From an optimization exercise on the open Yosys and OpenROAD flow, aimed at a short achievable clock period and few clock cycles; shortcuts taken in it are not production practice. The RTL was checked by simulation tests, not by an equivalence proof against the original design. Power and IR drop assume default switching activity.

<file path="flow/flow/run.sh">
#!/bin/bash
set -euo pipefail
bash standard.sh SETUP_SLACK_MARGIN=12 finish > standard_flow.log 2>&1
</file>
<file path="flow/standard.sh">
#!/bin/bash
# synth_recipe.tcl (not shown) runs the flow's synth.tcl, then flattens the netlist and writes it again
# the make line also repeats each setting of config.mk as NAME=value (left out here)
make -C /OpenROAD-flow-scripts/flow DESIGN_CONFIG=/design/flow/config.mk WORK_HOME=/design/flow/orfs CLKGATE_MAP_FILE= SYNTH_SCRIPT=/design/flow/synth_recipe.tcl "${@:-finish}"
</file>
<file path="flow/config.mk">
export PLATFORM = sky130hd
export DESIGN_NAME = rv_core
export DESIGN_NICKNAME = rv_core
export VERILOG_FILES = /design/flow/design.v
export SDC_FILE = /design/flow/constraint.sdc
export NUM_CORES = 4
export LEC_CHECK = 0
export CAP_MARGIN = 20
export CELL_PAD_IN_SITES_DETAIL_PLACEMENT = 1
export CELL_PAD_IN_SITES_GLOBAL_PLACEMENT = 2
export CORE_MARGIN = 2
export CORE_UTILIZATION = 30
export SLEW_MARGIN = 20
</file>
<file path="flow/constraint.sdc">
create_clock -name core_clock -period 16.0 [get_ports {clk}]
set_input_delay 3.2000 -clock core_clock [delete_from_list [all_inputs] [get_ports {clk}]]
set_output_delay 3.2000 -clock core_clock [all_outputs]
set_load 0.01 [all_outputs]
</file>
<file path="flow/design.v">
`default_nettype none
package rv_pkg;
  localparam int XLEN = 32;
  localparam int REG_ADDR_W = 5;
  typedef logic [XLEN-1:0] word_t;
  typedef logic [REG_ADDR_W-1:0] reg_addr_t;
  localparam logic [6:0] OP_REG    = 7'b0110011;
  localparam logic [6:0] OP_IMM    = 7'b0010011;
  localparam logic [6:0] OP_LOAD   = 7'b0000011;
  localparam logic [6:0] OP_STORE  = 7'b0100011;
  localparam logic [6:0] OP_BRANCH = 7'b1100011;
  localparam logic [6:0] OP_LUI    = 7'b0110111;
  localparam logic [6:0] OP_AUIPC  = 7'b0010111;
  localparam logic [6:0] OP_JAL    = 7'b1101111;
  localparam logic [6:0] OP_JALR   = 7'b1100111;
  localparam logic [2:0] F3_BYTE = 3'b000;
  localparam logic [2:0] F3_WORD = 3'b010;
  typedef enum logic [3:0] {
    ALU_ADD, ALU_SUB, ALU_SLL, ALU_SRL, ALU_SRA, ALU_AND,
    ALU_OR, ALU_XOR, ALU_SLT, ALU_SLTU, ALU_PASS_B
  } alu_op_t;
  typedef enum logic [2:0] {
    BR_EQ  = 3'b000,
    BR_NE  = 3'b001,
    BR_LT  = 3'b100,
    BR_GE  = 3'b101,
    BR_LTU = 3'b110,
    BR_GEU = 3'b111
  } branch_t;
  typedef enum logic [1:0] {WB_ALU, WB_MEM, WB_LINK} wb_sel_t;
  typedef struct packed {
    logic [6:0] funct7;
    logic [4:0] rs2;
    logic [4:0] rs1;
    logic [2:0] funct3;
    logic [4:0] rd;
    logic [6:0] opcode;
  } r_fmt_t;
  typedef struct packed {
    logic [11:0] imm;
    logic [4:0] rs1;
    logic [2:0] funct3;
    logic [4:0] rd;
    logic [6:0] opcode;
  } i_fmt_t;
  typedef struct packed {
    logic [6:0] imm_hi;
    logic [4:0] rs2;
    logic [4:0] rs1;
    logic [2:0] funct3;
    logic [4:0] imm_lo;
    logic [6:0] opcode;
  } s_fmt_t;
  typedef struct packed {
    logic imm12;
    logic [5:0] imm10_5;
    logic [4:0] rs2;
    logic [4:0] rs1;
    logic [2:0] funct3;
    logic [3:0] imm4_1;
    logic imm11;
    logic [6:0] opcode;
  } b_fmt_t;
  typedef struct packed {
    logic [19:0] imm20;
    logic [4:0] rd;
    logic [6:0] opcode;
  } u_fmt_t;
  typedef struct packed {
    logic imm20;
    logic [9:0] imm10_1;
    logic imm11;
    logic [7:0] imm19_12;
    logic [4:0] rd;
    logic [6:0] opcode;
  } j_fmt_t;
  typedef union packed {
    r_fmt_t r;
    i_fmt_t i;
    s_fmt_t s;
    b_fmt_t b;
    u_fmt_t u;
    j_fmt_t j;
  } inst_u;
endpackage
`default_nettype wire
`default_nettype none
module reg_file (
  input  logic              clk,
  input  logic              rst,
  input  logic [31:0]       rs1_sel,    
  input  logic [31:0]       rs2_sel,
  input  logic              wa_en,
  input  rv_pkg::reg_addr_t wa_addr,
  input  rv_pkg::word_t     wa_data,
  input  logic              wb_en,
  input  rv_pkg::reg_addr_t wb_addr,
  input  rv_pkg::word_t     wb_data,
  output rv_pkg::word_t     rs1_data,
  output rv_pkg::word_t     rs2_data
);
  rv_pkg::word_t regs [1:31];  
  logic [31:0] written;        
  always_comb begin
    rs1_data = '0;
    rs2_data = '0;
    for (int i = 1; i < 32; i++) begin
      rs1_data = rs1_data | ({32{rs1_sel[i] && written[i]}} & regs[i]);
      rs2_data = rs2_data | ({32{rs2_sel[i] && written[i]}} & regs[i]);
    end
  end
  always_ff @(posedge clk or posedge rst) begin
    if (rst) begin
      written <= '0;
    end else begin
      for (int i = 1; i < 32; i++) begin
        if ((wa_en && wa_addr == i[4:0]) || (wb_en && wb_addr == i[4:0])) begin
          written[i] <= 1'b1;
        end
      end
    end
  end
  always_ff @(posedge clk) begin
    for (int i = 1; i < 32; i++) begin
      if (wa_en && wa_addr == i[4:0]) begin
        regs[i] <= wa_data;
      end else if (wb_en && wb_addr == i[4:0]) begin
        regs[i] <= wb_data;
      end
    end
  end
endmodule
`default_nettype wire
`default_nettype none
module rv_core (
  input  logic          clk,
  input  logic          rst,
  output rv_pkg::word_t imem_addr,
  input  rv_pkg::word_t imem_data,
  output logic          wb_cyc,
  output logic          wb_stb,
  output logic          wb_we,
  output rv_pkg::word_t wb_adr,
  output rv_pkg::word_t wb_dat_w,
  output logic [3:0]    wb_sel,
  input  rv_pkg::word_t wb_dat_r,
  input  logic          wb_ack
);
  rv_pkg::word_t pc;
  logic          d_valid, d_btb;
  rv_pkg::word_t d_ir, d_pc;
  logic [31:0]   d_rs1_sel, d_rs2_sel;  
  localparam int BN = 4;
  logic          b_valid [BN];
  logic [29:0]   b_tag [BN], b_tgt [BN];
  logic [1:0]    b_next;
  logic          e_valid;
  rv_pkg::word_t e_a, e_b, e_s, e_alt;
  logic [4:0]    e_rd;
  logic          e_we, e_ldw, e_load, e_store, e_byte, e_br, e_jalr, e_pred;
  logic [2:0]    e_f3;
  logic [9:0]    e_op;
  logic          e_inv;
  logic          c_valid, c_we, c_byte, c_wen;
  logic [29:0]   c_adr;
  logic [3:0]    c_sel;
  rv_pkg::word_t c_dat;
  logic [4:0]    c_rd;
  logic [1:0]    c_off;
  localparam int QN = 4;
  localparam int QB = 2;
  logic [QB-1:0] q_rp, q_wp;
  logic [QB:0]   q_cnt;
  logic          q_we [QN], q_byte [QN], q_pw [QN];
  logic [29:0]   q_adr [QN];
  logic [3:0]    q_sel [QN];
  rv_pkg::word_t q_dat [QN];
  logic [4:0]    q_rd [QN];
  logic [1:0]    q_off [QN];
  logic          l_valid, l_byte;
  logic [4:0]    l_rd;
  logic [1:0]    l_off;
  rv_pkg::word_t l_raw;
  assign imem_addr = pc;
  assign wb_cyc = c_valid;
  assign wb_stb = c_valid;
  assign wb_we = c_we;
  assign wb_adr = {c_adr, 2'b00};
  assign wb_sel = c_sel;
  assign wb_dat_w = c_dat;
  logic [6:0] opc;
  logic [2:0] f3;
  logic [4:0] rs1, rs2, rd;
  logic is_reg, is_imm, is_load, is_store, is_br, is_lui, is_auipc, is_jal, is_jalr;
  logic uses_rs1, uses_rs2, wr_rd, alt_sub, pred;
  rv_pkg::word_t imm_i, imm_s, imm_b, imm_u, imm_j, imm, tgt, pc4_d;
  logic [9:0] op_f3, op;
  logic inv;
  assign opc = d_ir[6:0];
  assign f3 = d_ir[14:12];
  assign rd = d_ir[11:7];
  assign rs1 = d_ir[19:15];
  assign rs2 = d_ir[24:20];
  assign is_reg   = opc == rv_pkg::OP_REG;
  assign is_imm   = opc == rv_pkg::OP_IMM;
  assign is_load  = opc == rv_pkg::OP_LOAD && (f3 == rv_pkg::F3_BYTE || f3 == rv_pkg::F3_WORD);
  assign is_store = opc == rv_pkg::OP_STORE && (f3 == rv_pkg::F3_BYTE || f3 == rv_pkg::F3_WORD);
  assign is_br    = opc == rv_pkg::OP_BRANCH;
  assign is_lui   = opc == rv_pkg::OP_LUI;
  assign is_auipc = opc == rv_pkg::OP_AUIPC;
  assign is_jal   = opc == rv_pkg::OP_JAL;
  assign is_jalr  = opc == rv_pkg::OP_JALR;
  assign uses_rs1 = is_reg | is_imm | is_load | is_store | is_br | is_jalr;
  assign uses_rs2 = is_reg | is_store | is_br;
  assign wr_rd = (is_reg | is_imm | is_load | is_lui | is_auipc | is_jal | is_jalr) && rd != 5'd0;
  assign imm_i = {{20{d_ir[31]}}, d_ir[31:20]};
  assign imm_s = {{20{d_ir[31]}}, d_ir[31:25], d_ir[11:7]};
  assign imm_b = {{20{d_ir[31]}}, d_ir[7], d_ir[30:25], d_ir[11:8], 1'b0};
  assign imm_u = {d_ir[31:12], 12'd0};
  assign imm_j = {{12{d_ir[31]}}, d_ir[19:12], d_ir[20], d_ir[30:21], 1'b0};
  assign imm = is_store ? imm_s : (is_lui | is_auipc) ? imm_u : imm_i;
  assign alt_sub = is_reg && d_ir[30];
  always_comb begin
    case (f3)
      3'b000:  op_f3 = 10'b0000000001;
      3'b001:  op_f3 = 10'b0000000010;
      3'b010:  op_f3 = 10'b0010000000;
      3'b011:  op_f3 = 10'b0100000000;
      3'b100:  op_f3 = 10'b0001000000;
      3'b101:  op_f3 = d_ir[30] ? 10'b0000001000 : 10'b0000000100;
      3'b110:  op_f3 = 10'b0000100000;
      default: op_f3 = 10'b0000010000;
    endcase
  end
  assign op = (is_reg | is_imm) ? op_f3 : is_jalr ? 10'b1000000000 : 10'b0000000001;
  assign inv = is_br || (is_reg && f3 == 3'b000 && d_ir[30]) ||
               ((is_reg || is_imm) && (f3 == 3'b010 || f3 == 3'b011));
  assign pred = is_jal | (is_br & d_ir[31]);
  assign tgt = d_pc + (is_jal ? imm_j : imm_b);
  assign pc4_d = d_pc + 32'd4;
  rv_pkg::word_t rf1, rf2, rs1_v, rs2_v, ex_res, l_val;
  logic ex_wr;
  logic [7:0] l_lane;
  reg_file u_regs (
    .clk(clk), .rst(rst), .rs1_sel(d_rs1_sel), .rs2_sel(d_rs2_sel),
    .wa_en(ex_wr), .wa_addr(e_rd), .wa_data(ex_res),
    .wb_en(l_valid), .wb_addr(l_rd), .wb_data(l_val),
    .rs1_data(rf1), .rs2_data(rf2)
  );
  always_comb begin
    case (l_off)
      2'd0:    l_lane = l_raw[7:0];
      2'd1:    l_lane = l_raw[15:8];
      2'd2:    l_lane = l_raw[23:16];
      default: l_lane = l_raw[31:24];
    endcase
  end
  assign l_val = l_byte ? {{24{l_lane[7]}}, l_lane} : l_raw;
  logic fa_ex, fb_ex, a_rs1, b_rs2;
  rv_pkg::word_t rs1_o, rs2_o, a_oth, b_oth;
  assign fa_ex = ex_wr && e_rd == rs1;
  assign fb_ex = ex_wr && e_rd == rs2;
  logic a_hit;
  logic [7:0] a_lane;
  rv_pkg::word_t a_val;
  assign a_hit = c_valid && wb_ack && c_wen;
  always_comb begin
    case (c_off)
      2'd0:    a_lane = wb_dat_r[7:0];
      2'd1:    a_lane = wb_dat_r[15:8];
      2'd2:    a_lane = wb_dat_r[23:16];
      default: a_lane = wb_dat_r[31:24];
    endcase
  end
  assign a_val = c_byte ? {{24{a_lane[7]}}, a_lane} : wb_dat_r;
  assign rs1_o = (a_hit && c_rd == rs1) ? a_val : (l_valid && l_rd == rs1) ? l_val : rf1;
  assign rs2_o = (a_hit && c_rd == rs2) ? a_val : (l_valid && l_rd == rs2) ? l_val : rf2;
  assign rs2_v = fb_ex ? ex_res : rs2_o;
  assign a_rs1 = !(is_auipc || is_jal || is_lui);
  assign b_rs2 = is_reg || is_br;
  assign a_oth = (is_auipc || is_jal) ? d_pc : is_lui ? '0 : rs1_o;
  assign b_oth = (b_rs2 ? rs2_o : is_jal ? 32'd4 : imm) ^ {32{inv}};
  logic pend1, pend2, q_full;
  always_comb begin
    pend1 = (e_valid && e_load && e_rd == rs1) || (c_valid && c_wen && !wb_ack && c_rd == rs1);
    pend2 = (e_valid && e_load && e_rd == rs2) || (c_valid && c_wen && !wb_ack && c_rd == rs2);
    for (int i = 0; i < QN; i++) begin
      pend1 = pend1 || (q_pw[i] && q_rd[i] == rs1);
      pend2 = pend2 || (q_pw[i] && q_rd[i] == rs2);
    end
    pend1 = pend1 && rs1 != 5'd0;
    pend2 = pend2 && rs2 != 5'd0;
  end
  assign q_full = (e_valid && (e_load || e_store)) ? (q_cnt >= (QB+1)'(QN - 1)) : (q_cnt >= (QB+1)'(QN));
  logic stall;
  assign stall = d_valid &&
                 ((uses_rs1 && pend1) || (uses_rs2 && pend2) || ((is_load || is_store) && q_full));
  rv_pkg::word_t sum, sll_r, srl_r, sra_r, ex_oth;
  logic cout;
  logic lt, ltu, eq, cond, ex_redirect, ex_mem;
  rv_pkg::word_t ex_target;
  logic [3:0] ex_sel;
  rv_pkg::word_t ex_dat;
  assign {cout, sum} = {1'b0, e_a} + {1'b0, e_b} + {32'd0, e_inv};
  assign sll_r = e_a << e_b[4:0];
  assign srl_r = e_a >> e_b[4:0];
  assign sra_r = $signed(e_a) >>> e_b[4:0];
  assign lt = (e_a[31] == e_b[31]) ? e_a[31] : sum[31];
  assign ltu = !cout;
  assign eq = &(e_a ^ e_b);
  assign ex_oth = ({32{e_op[1]}} & sll_r) |
                  ({32{e_op[2]}} & srl_r) |
                  ({32{e_op[3]}} & sra_r) |
                  ({32{e_op[4]}} & (e_a & e_b)) |
                  ({32{e_op[5]}} & (e_a | e_b)) |
                  ({32{e_op[6]}} & (e_a ^ e_b)) |
                  {31'd0, e_op[7] & lt} |
                  {31'd0, e_op[8] & ltu} |
                  ({32{e_op[9]}} & e_s);
  assign ex_res = e_op[0] ? sum : ex_oth;
  always_comb begin
    case (e_f3)
      rv_pkg::BR_EQ:  cond = eq;
      rv_pkg::BR_NE:  cond = !eq;
      rv_pkg::BR_LT:  cond = lt;
      rv_pkg::BR_GE:  cond = !lt;
      rv_pkg::BR_LTU: cond = ltu;
      rv_pkg::BR_GEU: cond = !ltu;
      default: cond = 1'b0;
    endcase
  end
  assign ex_wr = e_valid && e_we;
  assign ex_redirect = e_valid && (e_jalr || (e_br && cond != e_pred));
  assign ex_target = e_jalr ? {sum[31:1], 1'b0} : e_alt;
  assign ex_mem = e_valid && (e_load || e_store);
  assign ex_sel = e_byte ? (4'b0001 << sum[1:0]) : 4'b1111;
  assign ex_dat = e_byte ? {4{e_s[7:0]}} : e_s;
  logic free, c_wen_k, direct, push, pop;
  assign free = !c_valid || wb_ack;
  assign c_wen_k = c_wen && !(ex_wr && e_rd == c_rd);
  assign direct = ex_mem && free && q_cnt == '0;
  assign push = ex_mem && !direct;
  assign pop = free && q_cnt != '0;
  always_ff @(posedge clk or posedge rst) begin
    if (rst) begin
      c_valid <= 1'b0;
      l_valid <= 1'b0;
      q_rp <= '0;
      q_wp <= '0;
      q_cnt <= '0;
      for (int i = 0; i < QN; i++) q_pw[i] <= 1'b0;
    end else begin
      l_valid <= c_valid && wb_ack && c_wen_k;
      if (free) c_valid <= pop || ex_mem;
      if (pop) q_rp <= q_rp + 1'b1;
      if (push) q_wp <= q_wp + 1'b1;
      q_cnt <= q_cnt + (QB+1)'(push) - (QB+1)'(pop);
      for (int i = 0; i < QN; i++) begin
        if (push && q_wp == i[QB-1:0]) q_pw[i] <= e_ldw;
        else if ((pop && q_rp == i[QB-1:0]) || (ex_wr && e_rd == q_rd[i])) q_pw[i] <= 1'b0;
      end
    end
  end
  always_ff @(posedge clk) begin
    l_raw <= wb_dat_r;
    l_rd <= c_rd;
    l_byte <= c_byte;
    l_off <= c_off;
    if (free) begin
      if (q_cnt != '0) begin
        c_we <= q_we[q_rp]; c_byte <= q_byte[q_rp];
        c_wen <= q_pw[q_rp] && !(ex_wr && e_rd == q_rd[q_rp]);
        c_adr <= q_adr[q_rp]; c_sel <= q_sel[q_rp]; c_dat <= q_dat[q_rp];
        c_rd <= q_rd[q_rp]; c_off <= q_off[q_rp];
      end else begin
        c_we <= e_store; c_byte <= e_byte; c_wen <= e_ldw; c_adr <= sum[31:2];
        c_sel <= ex_sel; c_dat <= ex_dat; c_rd <= e_rd; c_off <= sum[1:0];
      end
    end else begin
      c_wen <= c_wen_k;
    end
    for (int i = 0; i < QN; i++) begin
      if (ex_mem && q_wp == i[QB-1:0]) begin
        q_we[i] <= e_store; q_byte[i] <= e_byte; q_adr[i] <= sum[31:2];
        q_sel[i] <= ex_sel; q_dat[i] <= ex_dat; q_rd[i] <= e_rd; q_off[i] <= sum[1:0];
      end
    end
  end
  logic btb_hit, id_redir;
  logic [29:0] btb_tgt;
  always_comb begin
    btb_hit = 1'b0;
    btb_tgt = '0;
    for (int i = 0; i < BN; i++) begin
      if (b_valid[i] && b_tag[i] == pc[31:2]) begin
        btb_hit = 1'b1;
        btb_tgt = btb_tgt | b_tgt[i];
      end
    end
  end
  assign id_redir = d_valid && (pred != d_btb);
  always_ff @(posedge clk or posedge rst) begin
    if (rst) begin
      pc <= '0;
      d_valid <= 1'b0;
      d_btb <= 1'b0;
      e_valid <= 1'b0;
      b_next <= '0;
      for (int i = 0; i < BN; i++) b_valid[i] <= 1'b0;
    end else if (ex_redirect) begin
      pc <= ex_target;
      d_valid <= 1'b0;
      e_valid <= 1'b0;
    end else if (stall) begin
      e_valid <= 1'b0;
    end else begin
      e_valid <= d_valid;
      if (id_redir) begin
        pc <= pred ? tgt : pc4_d;
        d_valid <= 1'b0;
        if (pred) begin
          b_valid[b_next] <= 1'b1;
          b_next <= b_next + 2'd1;
        end
      end else begin
        pc <= btb_hit ? {btb_tgt, 2'b00} : pc + 32'd4;
        d_valid <= 1'b1;
        d_btb <= btb_hit;
      end
    end
  end
  always_ff @(posedge clk) begin
    if (!stall && id_redir && pred) begin
      b_tag[b_next] <= d_pc[31:2];
      b_tgt[b_next] <= tgt[31:2];
    end
  end
  always_ff @(posedge clk) begin
    if (!stall) begin
      d_ir <= imem_data;
      d_rs1_sel <= 32'd1 << imem_data[19:15];
      d_rs2_sel <= 32'd1 << imem_data[24:20];
      d_pc <= pc;
    end
    e_a <= (a_rs1 && fa_ex) ? ex_res : a_oth;
    e_b <= (b_rs2 && fb_ex) ? (ex_res ^ {32{inv}}) : b_oth;
    e_inv <= inv;
    e_s <= is_jalr ? pc4_d : rs2_v;
    e_alt <= pred ? pc4_d : tgt;
    e_rd <= rd;
    e_we <= wr_rd && !is_load;
    e_ldw <= wr_rd && is_load;
    e_load <= is_load;
    e_store <= is_store;
    e_byte <= f3 == rv_pkg::F3_BYTE;
    e_br <= is_br;
    e_jalr <= is_jalr;
    e_pred <= pred;
    e_f3 <= f3;
    e_op <= op;
  end
endmodule
`default_nettype wire
</file>
==> results of run 1 <==
sequential cells by signal, indices dropped and copies added (netlist names), 8 cells and up:
name / cells
u_regs.regs: 992
q_dat: 128
b_tag: 120
b_tgt: 120
q_adr: 120
c_dat: 32
d_ir: 32
d_pc: 32
e_a: 32
e_alt: 32
e_b: 32
e_s: 32
l_raw: 32
pc: 32
d_rs1_sel: 31
d_rs2_sel: 31
u_regs.written: 31
c_adr: 30
q_rd: 20
q_sel: 16
e_op: 10
q_off: 8
per-stage QoR:
| step | power (mW) | hold WS [ps] | area (um^2) | worst slack (ps) | util |
|---|---|---|---|---|---|
| after floorplan | 11.5 | 346 | 105000 | 10050 | - |
| after global placement | 14.9 | 431 | 112000 | 9110 | 0.324 |
| after detailed placement | 15.1 | 443 | 112000 | 9120 | 0.325 |
| after CTS | 21.2 | 458 | 125000 | 11040 | 0.362 |
| after global routing | 22.5 | 475 | 127000 | 11040 | 0.369 |
| final | 21.8 | 454 | 127000 | 11080 | 0.369 |
logic make-up after synthesis:
family                     Yosys count
adders and majority gates          118
DFF                               2014
and+or+nand+nor                   2621
AOI/OAI and AO/OA                 3273
muxes                              179
other                                1
xor gates and xnor gates           360
buffers and inverters             1170
what timing repair did:
item,4_1_cts,5_1_grt
setup endpoints to repair,1780,1029
resized for setup,1120,346
setup buffers,209,74
pin swaps,106,118
cloned,67,8
final cells by class:
class	count	area [um^2]	area share
multi-input combinational	6576	45400	0.356
clock buffer	322	6580	0.0516
sequential	2014	58200	0.457
antenna	22	55.1	0.000432
inverter	176	687	0.00539
timing repair inverter	2	12.5	0.0000982
tap	4578	5730	0.0450
clock inverter	120	1090	0.00854
timing repair buffer	926	9710	0.0762
power groups by stage:
stage	clock [mW]	sequential, mW	combinational, mW
after floorplan	0	7.24	4.27
after global placement	0	7.42	7.44
after detailed placement	0	7.42	7.65
after CTS	5.59	7.31	8.35
after global routing	5.76	7.34	9.37
final	5.55	7.32	8.95
how the worst min path moves through the flow:
stage,from,end,cells past startpoint
3_3_place_gp,d_pc[3],b_tag[3][1],0
3_5_place_dp,d_pc[3],b_tag[3][1],0
2_1_floorplan,d_ir[12],e_f3[0],0
5_1_grt,b_valid[0],b_valid[0],1
4_1_cts,d_pc[3],b_tag[3][1],0
6_report,d_pc[3],b_tag[3][1],0
metal layers:
layer	vias up	GRT usage	part of all wire
met5	-	0	0.00028
met4	28	0.247	0.085
met3	2085	0.101	0.12
met2	7313	0.535	0.42
met1	50000	0.454	0.38
li1	37600	-	-
cell usage after synthesis (12+ instances only):
cell,n
mux4_2,64
nor3_1,115
a21o_1,111
nand2b_1,40
xor2_1,139
nand2_1,575
inv_1,174
o211ai_1,73
nand3_1,205
buf_2,83
xnor2_1,219
o22ai_1,23
a222oi_1,145
ha_1,113
o21bai_1,14
dfxtp_1,196
dfrtp_1,85
a31oi_1,47
or3_1,43
a221oi_1,256
a211oi_1,129
o21ai_0,495
a21oi_2,33
nor4_1,31
nor2_1,1171
o2111ai_1,22
and3_1,25
a22o_1,221
buf_4,12
or4_1,14
mux2_2,30
mux2i_1,82
a22oi_1,547
clkbuf_1,818
a21oi_1,983
nor2b_1,27
and2_1,86
a21boi_0,13
buf_1,69
or2_2,45
nand4_1,199
edfxtp_1,1733
o21ai_1,35
==> notes.md, run 1 <==
Mux share of post-synthesis cell area: 0.0258
Fillcell total: 37100
Fmax: 0.203 GHz
Crit path buf inv count: 2
Clock network fraction of total power: 0.254
Final Max Tran Viols: 0
Standby leakage power: 44.5 nW
Seq cells post-synth: 2014
Dpl cells: 13900
Internal power: 12.9 mW
Layout Cells excl Fill: 14700
Crit path launch type: flip-flop
Outcome: no timing/DRC/antenna violations
Drt drc: 0
Post-Syn Instances: 9736
Area of the mapped netlist: 104000 um^2
Synth area leader: edfxtp_1
Hold_buf cts: 0
First DRT Iteration DRCs: 15800
Final Setup Violations: 0
Measured slew at the worst slew-check pin: 1430 ps
Simple-gate share of the synthesized area: 0.113
Share of cells above drive strength 1: 0.211
Sequential fraction of the synthesis area: 0.559
Tcrit/Tclk final: 0.307
Setup TNS: 0 ps
CP max stage cell: dfrtp_1
Flop2flop setup slack: 11210 ps
Delay-heaviest family, CP: flip-flops
CTS tree: yes
Switching Fraction: 0.410
Worst setup EP type: primary output
Starting Density: 0.301
Vias: 97000
Worst path arrival time: 1720 ps
Vias in the first global route: 92500
Synth Area in XOR/XNOR: 0.0305
Htree depth: 4
Clk sinks: 2014
Post-synth EDFFs: 1733
Critical path class: reg -> out
Req. time, crit path: 12800 ps
WL final: 653000 um
Largest net degree at the start of global routing: 82
Crit Reg-Reg Startpoint: e_b[2]
Worst-path clk slew: 70 ps
Critical-path maximum fanout: 2
Worst setup endpoint: imem_addr[14]
Global-route wire length before repair: 858000 um
Netlist cell types: 105
# IOs: 170
R2R Path End: pc[3]
Gp weighted congestion: 0.940
Avg Inst Size Synth: 10.7 um^2
Synth top area cells: edfxtp_1 (50%), a21oi_1 (4.7%), nor2_1 (4.2%)
Top cell type's share of synthesized area: 0.501
Final ANT Viol Nets: 0
Total GRT Usage: 0.360
Sequential power share: 0.336
Power Dens Cells: 171 nW/um^2
Area of the die: 351000 um^2
Tmin final: 4920 ps
Most common cell after layout, fill and taps aside: edfxtp_1
Critical Path Max Stage Delay: 420 ps
Worst skew pair latency: 1020 ps
Core box area: 345000 um^2
Logic pwr share: 0.410
DP Wirelength: 382000 um
Main synth FF type: edfxtp_1
Longest Clk Path Bufs: 4
Clk_skew: 114 ps
Drt pass-1 iters: 9
Gr ovfl total: 0
Number of vias per cell: 6.58
Compound-gate portion of the synthesized area: 0.212
HP Class: reg -> reg
# rows: 216
Async SR Flop Fraction: 0.0422
Largest family of logic cells by synthesized area: compound AO/OA/AOI/OAI gates
Antenna violations before repair: 52
Crit path from: pc[14]
Routed len/inst: 44.3 um
CTS Root Cell: clkbuf_16
Reg2Reg Depth: 26
RSZ-0062 raised after global routing: yes
Nets: 10100
TritonCTS Buffers: 239
P_sw: 8.96 mW
Max_slew headroom: 0.0500
Die Ht: 592 um
Final Hold Fails: 0
CP Depth: 2
I/O Buffers: 167
Yosys warns: 12
Post-Synth Adder-Cell Area: 0.0146
Max-capacitance violation count: 0
VDD IR max: 0.122 mV
Area Growth Syn to Fin: 22.7%
Cell Chain, Critical Path: buf_12, buf_6
Horiz. Die Dim: 592 um
Commonest non-fill, non-tap cells in the layout: edfxtp_1 (1733), nor2_1 (1086), a21oi_1 (893)
Testbench counts, summed over its fixed seeds: cycles 5,828.
==> run 2: changes to the inputs <==
--- a/flow/design.v
+++ b/flow/design.v
@@ -399,14 +399,25 @@
     end
   end
   assign id_redir = d_valid && (pred != d_btb);
+  logic btb_ins;
+  assign btb_ins = id_redir && pred;
+  always_ff @(posedge clk or posedge rst) begin
+    if (rst) begin
+      b_next <= '0;
+      for (int i = 0; i < BN; i++) b_valid[i] <= 1'b0;
+    end else begin
+      if (btb_ins) begin
+        b_valid[b_next] <= 1'b1;
+        b_next <= b_next + 2'd1;
+      end
+    end
+  end
   always_ff @(posedge clk or posedge rst) begin
     if (rst) begin
       pc <= '0;
       d_valid <= 1'b0;
       d_btb <= 1'b0;
       e_valid <= 1'b0;
-      b_next <= '0;
-      for (int i = 0; i < BN; i++) b_valid[i] <= 1'b0;
     end else if (ex_redirect) begin
       pc <= ex_target;
       d_valid <= 1'b0;
@@ -418,10 +429,6 @@
       if (id_redir) begin
         pc <= pred ? tgt : pc4_d;
         d_valid <= 1'b0;
-        if (pred) begin
-          b_valid[b_next] <= 1'b1;
-          b_next <= b_next + 2'd1;
-        end
       end else begin
         pc <= btb_hit ? {btb_tgt, 2'b00} : pc + 32'd4;
         d_valid <= 1'b1;
@@ -430,7 +437,7 @@
     end
   end
   always_ff @(posedge clk) begin
-    if (!stall && id_redir && pred) begin
+    if (btb_ins) begin
       b_tag[b_next] <= d_pc[31:2];
       b_tgt[b_next] <= tgt[31:2];
     end
==> flow/flow/run.sh (replaced) <==
#!/bin/bash
set -euo pipefail
bash standard.sh SETUP_SLACK_MARGIN=11.5 finish > standard_flow.log 2>&1
==> run 2 against run 1 <==
Design area is 3.3% lower. Flip-flop and latch count is the same. Hold slack improved by 22 ps. First-iteration DRC count shrank 1.9%. Sequential power is 0.5% higher. Register-to-register slack improved by 20 ps. Synthesized area decreased by 0.14%. Clock-buffer cell count fell by 36. Critical endpoint is now imem_addr[21]. Highest routed layer unchanged.
==> notes.md, run 2 <==
Synth top area cells: edfxtp_1 (50%), a21oi_1 (5.1%), nor2_1 (4.1%)
I/O Buffers: 167 (unchanged)
Max-capacitance violation count: 0 (unchanged)
Total Power: 21.4 mW (-2.0%)
Drt drc: 0 (unchanged)
Tcrit/Tclk final: 0.306 (-0.00148)
Register Area: 58200 um^2 (about the same)
Largest net degree at the start of global routing: 68 (-17%)
Sequential fraction of the synthesis area: 0.560 (+0.000810)
Horiz. Die Dim: 592 um (about the same)
Yosys warns: 12 (unchanged)
Fin util: 0.359 (-0.0103)
Final ANT Viol Nets: 0 (unchanged)
Routed len/inst: 44.3 um (about the same)
Async SR Flop Fraction: 0.0422 (unchanged)
Gr ovfl total: 0 (unchanged)
Fmax: 0.204 GHz (+0.48%)
Longest Clk Path Bufs: 4 (unchanged)
Outcome: no timing/DRC/antenna violations
Req. time, crit path: 12800 ps (about the same)
First DRT Iteration DRCs: 15500 (-1.9%)
Largest register FFs: 992 (unchanged)
RSZ-0062 raised after global routing: yes
Gp weighted congestion: 0.949 (+0.89%)
Htree depth: 4 (unchanged)
Final Hold Fails: 0 (unchanged)
Count leader, synth: edfxtp_1
# IOs: 170 (unchanged)
Number of vias per cell: 6.60 (+0.16%)
Commonest non-fill, non-tap cells in the layout: edfxtp_1 (1733), nor2_1 (1079), a21oi_1 (1011)
Synth area leader: edfxtp_1
Nets: 9912 (-2.1%)
Final Setup Violations: 0 (unchanged)
Worst skew pair latency: 1020 ps (about the same)
Share of cells above drive strength 1: 0.172 (-0.0391)
Standby leakage power: 43.6 nW (-2.2%)
Post-synth EDFFs: 1733 (unchanged)
Critical path class: reg -> out
Global-route wire length before repair: 845000 um (-1.5%)
Top cell type's share of synthesized area: 0.502 (+0.000725)
DP Wirelength: 389000 um (+1.9%)
Vias: 95800 (-1.3%)
Critical Path Max Stage Delay: 410 ps (about the same)
Hold_buf cts: 0 (unchanged)
Clk_skew: 90.8 ps (-23.0 ps)
CTS tree: yes
TritonCTS Buffers: 243 (+1.7%)
Core box area: 344000 um^2 (-0.54%)
CP max stage cell: dfrtp_1
Avg Inst Size Synth: 10.7 um^2 (+0.21%)
Post-Syn Instances: 9702 (-0.35%)
Top cells by count, synth: edfxtp_1 (1733), nor2_1 (1122), a21oi_1 (1062)
Registers with the most flip-flops: u_regs.regs: 992 flops, q_dat: 128 flops
Area of the mapped netlist: 104000 um^2 (-0.14%)
Netlist cell types: 98 (-6.7%)
CTS Root Cell: clkbuf_16
Critical-path maximum fanout: 2 (unchanged)
Starting Density: 0.302 (+0.00120)
Drt pass-1 iters: 9 (unchanged)
Die Ht: 592 um (about the same)
VDD IR max: 0.135 mV (+11%)
Final Max Tran Viols: 0 (unchanged)
Worst-path clk slew: 60 ps (about the same)
WL final: 644000 um (-1.4%)
Final worst slack: 11110 ps (+23.6 ps)
Vias in the first global route: 91200 (-1.5%)
Antenna violations before repair: 46 (-12%)
Seq cells post-synth: 2014 (unchanged)
Main synth FF type: edfxtp_1
Tmin final: 4890 ps (-23.6 ps)
Area Growth Syn to Fin: 18.8%
Top reg by flops: u_regs.regs
Fillcell total: 37100 (+0.22%)
Most common cell after layout, fill and taps aside: edfxtp_1
Cell Chain, Critical Path: buf_12, buf_6
Max_slew headroom: 0.0865 (+0.0365)
Power Dens Cells: 174 nW/um^2 (+1.3%)
# rows: 215 (-0.46%)
Clk sinks: 2014 (unchanged)
Crit path launch type: flip-flop
Post-Place Setup Slack: 8490 ps (-630 ps)
Worst setup EP type: primary output
Setup TNS: 0 ps (unchanged)
Total GRT Usage: 0.354 (-0.00571)
HP Class: reg -> reg
Measured slew at the worst slew-check pin: 1370 ps (-56.2 ps)
Area of the die: 350000 um^2 (-0.14%)
Multi-input gate area: 43800 um^2 (-3.5%)
Worst path arrival time: 1690 ps (-30 ps)
-- run 2: changes by cell type after synthesis, moves of 17 or more --
cell	delta
o211a_1	+56
nor2_1	-49
a22oi_1	-170
a22o_1	+84
nand4_1	-23
a211oi_1	-60
clkbuf_1	-17
a21oi_2	-32
or3_1	-20
nand2_1	+64
nand3_1	-18
a221oi_1	+99
xnor2_1	+17
a21oi_1	+79
-- run 2: path summary, 6_finish.rpt --
path / slack (ps) / startpoint / cells past startpoint / end
worst min register to register: 480 / b_valid[1] / 1 / b_valid[1]
worst max register to register: 11230 / l_rd[1] / 10 / e_a[5]
max in group asynchronous: 11750 / rst / 4 / pc[2]
worst min-delay path: 480 / b_valid[1] / 1 / b_valid[1]
min in group asynchronous: 2810 / rst / 3 / b_valid[2]
worst max-delay path: 11110 / pc[21] / 2 / imem_addr[21]
-- run 2: metrics by stage --
step | hold slack [ps] | cells | area (um^2)
after global placement | 452 | 13900 | 112000
after detailed placement | 463 | 13900 | 112000
final | 477 | 14500 | 123000
after CTS | 477 | 14500 | 122000
after floorplan | 346 | 9703 | 104000
after global routing | 493 | 14500 | 123000
-- run 2: what timing repair did --
item                                    in CTS  in global routing
buffers inserted                            68                 31
resized for setup                          686                190
pin swaps                                   40                 48
endpoints found under the setup margin    1033                399
cloned                                      25                  7
-- run 2: cell families (layout without fill, tap and decap cells) --
logic type	Yosys count	in the layout	synth area share
AOI/OAI and AO/OA	3276	3280	0.214
xor gates and xnor gates	359	359	0.0303
adders and majority gates	118	118	0.0146
buffers and inverters	1153	1381	0.0434
DFF	2014	2014	0.560
muxes	179	179	0.0256
other	1	27	0.0000362
and+or+nand+nor	2602	2603	0.112
-- run 2: layout make-up --
| class | instances | share of cell area |
|---|---|---|
| Clock inverter | 168 | 0.0125 |
| Timing Repair inverter | 4 | 0.000467 |
| Tap cell | 4557 | 0.0463 |
| Sequential cell | 2014 | 0.472 |
| Clock buffer | 286 | 0.0514 |
| Inverter | 190 | 0.00630 |
| Antenna cell | 25 | 0.000508 |
| Multi-Input combinational cell | 6541 | 0.355 |
| Timing Repair Buffer | 733 | 0.0551 |
-- run 2: per-layer routing --
metal,routed length [um],track usage
met3,72200,0.0927
met1,241000,0.445
met4,52300,0.240
met2,277000,0.535
met5,471,0.00122
-- run 2: power by group --
part / switching, mW / internal, mW / total (mW)
Sequential: 0.486 / 6.87 / 7.36
Combinational: 5.72 / 2.62 / 8.34
Clock: 2.52 / 3.17 / 5.69
Total: 8.72 / 12.7 / 21.4
-- run 2: critical path, delay by kind of cell, from the launching register on --
kind	cells	cell delay [ps]
flops	1	410
buf+inv	2	270
Testbench counts of run 2, summed over its fixed seeds: cycles 5,828.

==> port drivers added, routing unchanged <==
The flow's constraints put no driver on any port. The routed layouts listed below were extracted and timed again, unchanged, in two steps. Step 1 (the two cells are an assumption about what drives the block):
set clk [get_ports {clk}]
set_driving_cell -lib_cell sky130_fd_sc_hd__clkbuf_16 $clk
set_driving_cell -lib_cell sky130_fd_sc_hd__buf_2 [delete_from_list [all_inputs] $clk]
Step 2, shift: input delay + t, output delay - t, t = (earliest + latest rising clock arrival at the registers) / 2. This alone moves slack from input paths to output paths. Slacks: ideal / step 1 / step 2; pairs: ideal / step 1.
run	t, ns	setup WS [ns]	hold slack, ns	worst setup path after step 2
run 1	1.070	11.082 / 10.975 / 10.437	0.454 / 0.454 / 0.454	input to register
run 2	1.087	11.106 / 10.994 / 10.424	0.477 / 0.477 / 0.477	input to register
After both steps setup and hold are still met in every run listed. The setup slack of run 2, which loses most, moves by -0.112 ns with the drivers and by -0.682 ns with both steps.
